Background: an optimization exercise with open tools, aiming at small area, a short achievable clock period and few clock cycles. Do not read the settings as production practice. Only simulation tests tie the RTL to the original design; equivalence was not proved.

## main
Design signed_int_to_decimal_ascii_top, start of the top module:
module signed_int_to_decimal_ascii_top #(
  parameter int unsigned VALUE_BITS = sitda_pkg::VALUE_BITS_DEF
) (
  input  logic                         clk_i,
  input  logic                         rst_ni,
  input  logic                         in_valid_i,
  output logic                         in_ready_o,
  input  logic signed [VALUE_BITS-1:0] value_i,
  output logic                         out_valid_o,
  input  logic                         out_ready_i,
  output logic [sitda_pkg::CHAR_W-1:0] char_code_o,
  output logic                         last_char_o
);
  localparam int unsigned BcdW = sitda_pkg::BCD_W;
  localparam int unsigned PartW = 33;
  typedef struct packed {
    logic [3:0] n;
    logic       first;
    logic       last;
    logic       neg;
  } nib_t;
  typedef struct packed {
    logic       minus;
    logic [3:0] dig;
    logic       last;
  } och_t;
  logic            f_act_q;   
  logic [7:0]      fptr_q;    
  logic            h_v_q;     
  nib_t            h_q;
  logic            t_v_q;     
  nib_t            t_q;
  logic            cneg_q;    
  logic            czero_q;   
  logic            esingle_q;  
  logic            elast_q;   
  logic [PartW-1:0] bcd_q;
  logic            ebusy_q;
  logic            efirst_q;  
  logic            enegp_q;   
  logic            einc_q;    
  logic [9:0]      p1h_q;     
  logic [BcdW-1:0] dig_q;
  logic            o0_v_q;    
  och_t            o0_q;
  logic        neg;
  logic [31:0] u;
  logic [7:0]  flag;          
  logic [7:0]  first1h;       
  logic [7:0]  sel;
  nib_t        fnib;
  assign neg = value_i[VALUE_BITS-1];
  assign u   = value_i ^ {32{neg}};
  always_comb begin
    flag[0] = 1'b0;
    flag[1] = 1'b1;
  ...
Settings: LEC_CHECK=0, ABC_AREA=1, CAP_MARGIN=20, CORE_MARGIN=2, CORE_UTILIZATION=40, SETUP_SLACK_MARGIN=2.0, SLEW_MARGIN=20; clock period 4.5 ns.
run.sh (not shown) runs the stock make flow with config.mk's settings and CLKGATE_MAP_FILE= SYNTH_SCRIPT=/design/flow/synth_recipe.tcl, a recipe that flattens the netlist after the stock synthesis.
main has completed all stages; timing, DRC and antenna checks passed.
Testbench counts of main, summed over its fixed seeds: cycles 75,110.
Inputs modified between main and the feature branch:
--- a/flow/design.v
+++ b/flow/design.v
@@ -39,20 +39,12 @@
     hi = n >= 4'd10;
     m  = hi ? n - 4'd10 : n;
     q  = m >= 4'd5;
     r  = q ? 3'(m - 4'd5) : m[2:0];
     nib_code = {3'b000, hi, q, r == 3'd4, r[1] & ~r[2], (r[0] | r[2])};
   endfunction
-  function automatic logic [3:0] dig_inc(input logic [3:0] d);
-    logic [3:0] o;
-    o[3] = d[3] ^ d[2];
-    o[2] = ~d[2] & d[1] & d[0];
-    o[1] = ~d[2] & (d[1] ^ d[0]);
-    o[0] = ~d[2] & (~d[0] | d[1]);
-    dig_inc = o;
-  endfunction
   function automatic logic [3:0] dig_bin(input logic [3:0] d);
     logic [3:0] v;
     v = {1'b0, d[2], d[1], d[0] & ~d[2]};
     dig_bin = d[3] ? v + 4'd5 : v;
   endfunction
 endpackage
@@ -78,12 +70,13 @@
     logic       last;
     logic       neg;
   } nib_t;
   typedef struct packed {
     logic       minus;
     logic [3:0] dig;
+    logic       inc;
     logic       last;
   } och_t;
   logic            f_act_q;   
   logic [7:0]      fptr_q;    
   logic            h_v_q;     
   nib_t            h_q;
@@ -99,12 +92,14 @@
   logic            enegp_q;   
   logic            einc_q;    
   logic [9:0]      p1h_q;     
   logic [BcdW-1:0] dig_q;
   logic            o0_v_q;    
   och_t            o0_q;
+  logic            o1_v_q;    
+  och_t            o1_q;
   logic        neg;
   logic [31:0] u;
   logic [7:0]  flag;          
   logic [7:0]  first1h;       
   logic [7:0]  sel;
   nib_t        fnib;
@@ -176,18 +171,19 @@
       end
       db[9] = (b < 2) ? dig_q[36+b] : 1'b0;
       edig[b] = |(db & esel);
     end
     ecin = |(cin & esel);
   end
-  assign take     = !o0_v_q || out_ready_i;
+  assign take     = !o1_v_q;
   assign emit_now = ebusy_q && take;
   assign e_last   = elast_q;
   assign e_free   = !ebusy_q || (take && elast_q);
   assign ech.minus = enegp_q;
-  assign ech.dig   = ecin ? sitda_pkg::dig_inc(edig) : edig;
+  assign ech.dig   = edig;
+  assign ech.inc   = ecin;
   assign ech.last = e_last;
   logic            finish;
   logic            start_t;
   logic            cons1;
   logic            cons2;
   logic            cons_any;
@@ -216,20 +212,23 @@
   assign in_ready_o = ir_q;
   assign f_act_d    = fetch ? !f_is_last : f_act_q;
   assign fptr0_d    = fetch ? sel[1] : fptr_q[0];
   assign t_v_d      = cons2 ? 1'b0 :
                       (cons1 || !h_v_q) ? (t_v_q && fetch) : (t_v_q || fetch);
   assign fetch      = in_valid_i && (f_is_last ? !t_v_q : (!t_v_q || cons_any));
+  logic pop;
+  assign pop = o0_v_q && out_ready_i;
   always_ff @(posedge clk_i or negedge rst_ni) begin
     if (!rst_ni) begin
       f_act_q <= 1'b0;
       ir_q    <= 1'b0;
       h_v_q   <= 1'b0;
       t_v_q   <= 1'b0;
       ebusy_q <= 1'b0;
       o0_v_q  <= 1'b0;
+      o1_v_q  <= 1'b0;
     end else begin
       f_act_q <= f_act_d;
       ir_q    <= f_act_d && fptr0_d && !t_v_d;
       t_v_q   <= t_v_d;
       if (cons2) begin
         h_v_q <= fetch;
@@ -238,14 +237,17 @@
       end
       if (finish) begin
         ebusy_q <= 1'b1;
       end else if (emit_now && e_last) begin
         ebusy_q <= 1'b0;
       end
-      if (take) begin
-        o0_v_q <= emit_now;
+      if (!o0_v_q || pop) begin
+        o0_v_q <= o1_v_q || emit_now;
+        o1_v_q <= 1'b0;
+      end else if (emit_now) begin
+        o1_v_q <= 1'b1;
       end
     end
   end
   always_ff @(posedge clk_i) begin
     if (fetch) begin
       fptr_q <= sel >> 1;
@@ -287,14 +289,20 @@
       end else begin
         efirst_q <= 1'b0;
         p1h_q    <= esel >> 1;
         elast_q  <= esel[1];
       end
     end
+    if (!o0_v_q || pop) begin
+      o0_q <= o1_v_q ? o1_q : ech;
+    end
     if (emit_now) begin
-      o0_q <= ech;
+      o1_q <= ech;
     end
   end
   assign out_valid_o = o0_v_q;
-  assign char_code_o = o0_q.minus ? 8'h2D : {4'h3, sitda_pkg::dig_bin(o0_q.dig)};
+  logic [3:0] obin;
+  assign obin        = sitda_pkg::dig_bin(o0_q.dig);
+  assign char_code_o = o0_q.minus ? 8'h2D :
+                       {4'h3, !o0_q.inc ? obin : (obin == 4'd9) ? 4'd0 : obin + 4'd1};
   assign last_char_o = o0_q.last;
 endmodule
[summary]
- Portion of the clock cycle consumed by the worst path in the final layout: the feature branch and main compared, lower one is main
- Changes observed in the feature branch relative to main: setup slack of the most critical reg-to-reg path has decreased.
- Comparing main against the feature branch, there is no change at all in CTS H-tree depth.
- Changes observed in the feature branch relative to main: number of stages on the worst hold path went down, layout overhead on the synthesized area went down.
Testbench counts of the feature branch, summed over its fixed seeds: cycles 75,110.

## port drivers added, routing unchanged
The results above use ideal ports. As a check the final layouts listed here were re-extracted and re-timed, cells and wires unchanged. Step 1 (the two cells are an assumption about what drives the block):
set clk [get_ports {clk_i}]
set_driving_cell -lib_cell sky130_fd_sc_hd__clkbuf_16 $clk
set_driving_cell -lib_cell sky130_fd_sc_hd__buf_2 [delete_from_list [all_inputs] $clk]
Step 2 times the ports against the registers' clock, not the clock port: input delays grow and output delays shrink by t, the midpoint of the rising clock arrivals with the driver on. Slacks: ideal ports / drivers / drivers and shift; pairs: ideal ports / drivers.
run | t, ns | slack for setup (ns) | clock arrival spread, ns | cell pins on the clock port's net
main | 0.460 | 2.080 / 2.034 / 1.665 | 0.008 / 0.007 | 1
the feature branch | 0.464 | 1.440 / 1.393 / 1.710 | 0.009 / 0.009 | 1
After both steps setup and hold are still met in every run listed. For main, which loses most, drivers alone change the setup slack by -0.046 ns; drivers and shift together by -0.415 ns.
